Source: an optimization exercise on an open RTL-to-GDS flow (aim: small area). Production flows keep margins and buffers that such runs may drop. Where RTL was checked, it was by simulation tests only, not by an equivalence proof against the original. Power figures rest on the tool's default switching activity, not on a simulated workload.

==> inputs of branch yarrow <==
Design wallaceTree, start of the top module:
module wallaceTree
(
	input logic clk,
	input logic rstN,
	input logic [337:0] rows,
	input logic inValid,
	output logic [47:0] product,
	output logic outValid
);
Settings: LEC_CHECK=0, CAP_MARGIN=20, CORE_MARGIN=2, CORE_UTILIZATION=30, GPL_TIMING_DRIVEN=0, SLEW_MARGIN=20, SYNTH_HIERARCHICAL=1; clock period 3.0 ns.
standard.sh (not shown) runs the stock make flow with config.mk's settings and CLKGATE_MAP_FILE= SYNTH_SCRIPT=/design/flow/synth_recipe.tcl, a recipe that flattens the netlist after the stock synthesis.
==> flow/flow/run.sh <==
#!/bin/bash
# Standard layout with smaller port buffers and no CTS dummy loads.
export BUFFER_PORTS_ARGS="-buffer_cell sky130_fd_sc_hd__buf_1"
export CTS_ARGS="-sink_clustering_enable -repair_clock_nets -dont_use_dummy_load -buf_list {sky130_fd_sc_hd__clkbuf_4 sky130_fd_sc_hd__clkbuf_8} -sink_clustering_size 30 -sink_clustering_max_diameter 100"
bash standard.sh > standard.log 2>&1
status=$?
tail -20 standard.log
exit $status
==> branch amber (differences from branch yarrow) <==
--- a/flow/design.v
+++ b/flow/design.v
@@ -7,17 +7,14 @@
 	localparam int pipeDepth = 3;
 endpackage
 `timescale 1ns/1ps
 module fullAdder (input logic a, input logic b, input logic c, output logic s, output logic co);
 	assign s = a ^ b ^ c;
 	assign co = (a & b) | (a & c) | (b & c);
 endmodule
-module sumXor (input logic a, input logic b, output logic y);
-	assign y = a ^ b;
-endmodule
 module halfAdder (input logic a, input logic b, output logic s, output logic co);
 	assign s = a ^ b;
 	assign co = a & b;
 endmodule
 module earlyReducer
 (
 	input logic clk,
@@ -341,22 +338,22 @@
 	assign w584 = w581 & w579;
 	assign w585 = w583 | (w584 & w582);
 	assign w586 = w578 | (w579 & w582);
 	assign w587 = w562 | (w561 & w575);
 	assign w588 = w566 | (w565 & w582);
 	assign w589 = w570 | (w569 & w586);
 	assign w590 = w574 | (w573 & w585);
-	sumXor uw591 (.a(w559), .b(w558), .y(w591));
-	sumXor uw592 (.a(w561), .b(w575), .y(w592));
-	sumXor uw593 (.a(w563), .b(w587), .y(w593));
-	sumXor uw594 (.a(w565), .b(w582), .y(w594));
-	sumXor uw595 (.a(w567), .b(w588), .y(w595));
-	sumXor uw596 (.a(w569), .b(w586), .y(w596));
-	sumXor uw597 (.a(w571), .b(w589), .y(w597));
-	sumXor uw598 (.a(w573), .b(w585), .y(w598));
+	assign w591 = w559 ^ w558;
+	assign w592 = w561 ^ w575;
+	assign w593 = w563 ^ w587;
+	assign w594 = w565 ^ w582;
+	assign w595 = w567 ^ w588;
+	assign w596 = w569 ^ w586;
+	assign w597 = w571 ^ w589;
+	assign w598 = w573 ^ w585;
 	halfAdder uw599 (.a(w545), .b(w543), .s(w599), .co(w600));
 	fullAdder uw601 (.a(w546), .b(w548), .c(w600), .s(w601), .co(w602));
 	assign w603 = w550 ^ w549 ^ w602;
 	assign w604 = ~w603;
 	always_ff @(posedge clk) begin
 		lowQ[0] <= rows[0];
 		lowQ[1] <= rows[1];
@@ -570,45 +567,45 @@
 	assign l139 = l36 | (l35 & l127);
 	assign l140 = l40 | (l39 & l122);
 	assign l141 = l44 | (l43 & l128);
 	assign l142 = l48 | (l47 & l120);
 	assign l143 = l52 | (l51 & l129);
 	assign l144 = l56 | (l55 & l123);
 	assign l145 = l60 | (l59 & l130);
-	sumXor ul146 (.a(l1), .b(carryQ), .y(l146));
-	sumXor ul147 (.a(l3), .b(l63), .y(l147));
-	sumXor ul148 (.a(l5), .b(l131), .y(l148));
-	sumXor ul149 (.a(l7), .b(l94), .y(l149));
-	sumXor ul150 (.a(l9), .b(l132), .y(l150));
-	sumXor ul151 (.a(l11), .b(l124), .y(l151));
-	sumXor ul152 (.a(l13), .b(l133), .y(l152));
-	sumXor ul153 (.a(l15), .b(l109), .y(l153));
-	sumXor ul154 (.a(l17), .b(l134), .y(l154));
-	sumXor ul155 (.a(l19), .b(l125), .y(l155));
-	sumXor ul156 (.a(l21), .b(l135), .y(l156));
-	sumXor ul157 (.a(l23), .b(l121), .y(l157));
-	sumXor ul158 (.a(l25), .b(l136), .y(l158));
-	sumXor ul159 (.a(l27), .b(l126), .y(l159));
-	sumXor ul160 (.a(l29), .b(l137), .y(l160));
-	sumXor ul161 (.a(l31), .b(l116), .y(l161));
-	sumXor ul162 (.a(l33), .b(l138), .y(l162));
-	sumXor ul163 (.a(l35), .b(l127), .y(l163));
-	sumXor ul164 (.a(l37), .b(l139), .y(l164));
-	sumXor ul165 (.a(l39), .b(l122), .y(l165));
-	sumXor ul166 (.a(l41), .b(l140), .y(l166));
-	sumXor ul167 (.a(l43), .b(l128), .y(l167));
-	sumXor ul168 (.a(l45), .b(l141), .y(l168));
-	sumXor ul169 (.a(l47), .b(l120), .y(l169));
-	sumXor ul170 (.a(l49), .b(l142), .y(l170));
-	sumXor ul171 (.a(l51), .b(l129), .y(l171));
-	sumXor ul172 (.a(l53), .b(l143), .y(l172));
-	sumXor ul173 (.a(l55), .b(l123), .y(l173));
-	sumXor ul174 (.a(l57), .b(l144), .y(l174));
-	sumXor ul175 (.a(l59), .b(l130), .y(l175));
-	sumXor ul176 (.a(l61), .b(l145), .y(l176));
+	assign l146 = l1 ^ carryQ;
+	assign l147 = l3 ^ l63;
+	assign l148 = l5 ^ l131;
+	assign l149 = l7 ^ l94;
+	assign l150 = l9 ^ l132;
+	assign l151 = l11 ^ l124;
+	assign l152 = l13 ^ l133;
+	assign l153 = l15 ^ l109;
+	assign l154 = l17 ^ l134;
+	assign l155 = l19 ^ l125;
+	assign l156 = l21 ^ l135;
+	assign l157 = l23 ^ l121;
+	assign l158 = l25 ^ l136;
+	assign l159 = l27 ^ l126;
+	assign l160 = l29 ^ l137;
+	assign l161 = l31 ^ l116;
+	assign l162 = l33 ^ l138;
+	assign l163 = l35 ^ l127;
+	assign l164 = l37 ^ l139;
+	assign l165 = l39 ^ l122;
+	assign l166 = l41 ^ l140;
+	assign l167 = l43 ^ l128;
+	assign l168 = l45 ^ l141;
+	assign l169 = l47 ^ l120;
+	assign l170 = l49 ^ l142;
+	assign l171 = l51 ^ l129;
+	assign l172 = l53 ^ l143;
+	assign l173 = l55 ^ l123;
+	assign l174 = l57 ^ l144;
+	assign l175 = l59 ^ l130;
+	assign l176 = l61 ^ l145;
 	assign l177 = pairQ[62] ^ l119;
 	assign l178 = l119 & pairQ[62];
 	assign l179 = pairQ[63] ^ l178;
 	assign l180 = l178 & pairQ[63];
 	assign l181 = pairQ[64] ^ l180;
 	always_ff @(posedge clk) begin
 		sumQ[13:0] <= lowQ;
CORE_UTILIZATION = 35   (was 30)
GPL_TIMING_DRIVEN = not set   (was 0)
==> comparison <==
- Branch yarrow completed with no timing, DRC or antenna violations. Branch amber completed without violations.
- Flip-flop and latch count is the same in branch amber and branch yarrow.
- Between branch amber and branch yarrow, the lower global-route usage is in branch yarrow (gap 2.2 points).
- Cell area: branch amber is lower than branch yarrow (0.53%).
- Of branch amber and branch yarrow, branch amber has the higher critical path depth (gap 1).
- In branch amber the die area is smaller than in branch yarrow, by 14%.
- Combinational power: branch amber is smaller than branch yarrow (about 2%).
- Cell count: branch yarrow is higher than branch amber (4.5%).
- In branch amber the area after synthesis is lower than in branch yarrow, by 0.40%.
- Against branch amber, the register-to-register slack of branch yarrow is higher by 0.09 ns.
- Against branch amber, the worst setup slack of branch yarrow is better by 0.016 ns.
==> figures <==
Status: branch amber no timing/DRC/antenna violations; branch yarrow no timing/DRC/antenna violations
Largest net degree at the start of global routing: branch amber 19; branch yarrow 17
Length of routed met2 wiring: branch amber 11.2 mm; branch yarrow 11.2 mm
Via count of the first global-routing pass: branch amber 7,199; branch yarrow 7,136
Total stage count of the critical path: branch amber 10; branch yarrow 9
Met3 layer wire length in the routed design: branch amber 1.78 mm; branch yarrow 1.26 mm
Post-route fraction of the period consumed by the critical path: branch amber 0.960; branch yarrow 0.955
Synth Area in Compound Gates: branch amber 0.0303; branch yarrow 0.0448
Worst Setup SP: branch amber rows[108]; branch yarrow rows[8]
Sequential share of power: branch amber 0.359; branch yarrow 0.355
Peak clock frequency supported by timing: branch amber 347 MHz; branch yarrow 349 MHz
XOR/XNOR share of the synthesized area: branch amber 0.0191; branch yarrow 0.0365
Share of final layout cell area taken by non-clock buffers: branch amber 0.117; branch yarrow 0.113
Fraction of power spent switching nets: branch amber 0.370; branch yarrow 0.380
Post-detail-place hpwl: branch amber 19.4 mm; branch yarrow 18.8 mm
Sum of routed wire segments on met1: branch amber 7.69 mm; branch yarrow 7.92 mm
Number of signal-net inverters in the final layout: branch amber 28; branch yarrow 25
Peak supply drop: branch amber 0.383 mV; branch yarrow 0.316 mV
Mapped Nets: branch amber 1,329; branch yarrow 1,316
Sequential area share after synthesis: branch amber 0.342; branch yarrow 0.341
End point of the most critical hold path: branch amber uEarly.lowQ[0]; branch yarrow uEarly.lowQ[1]
Only the layout flow was run in branch yarrow; the RTL was not checked for function there.

separate check: timing with driven ports:
How much do the figures lean on ideal ports? The routed layouts below were timed once more, with nothing changed but the port constraints. Step 1, drivers: a clkbuf_16 drives clk and a buf_2 each remaining input, both assumed. Step 2 adds t to the input delays and takes it off the output delays; t is the mean of the earliest and latest rising clock arrival at the registers after step 1. Input paths then give back, and output paths get back, about the clock's delay inside the block. Three values: ideal, step 1, step 2; two values: the first two.
run	t, ns	setup slack, ns	worst setup path after step 2	latest minus earliest clock arrival (ns)	worst slew at a driven data input, ns
branch yarrow	0.481	0.135 / 0.152 / -0.329	input to register	0.026 / 0.026	0.05
branch amber	0.471	0.119 / 0.138 / -0.333	input to register	0.038 / 0.037	0.07
With both steps, setup timing fails in branch yarrow and branch amber, where it was met with ideal ports. For branch yarrow, which loses most, drivers alone change the setup slack by +0.017 ns; drivers and shift together by -0.464 ns.
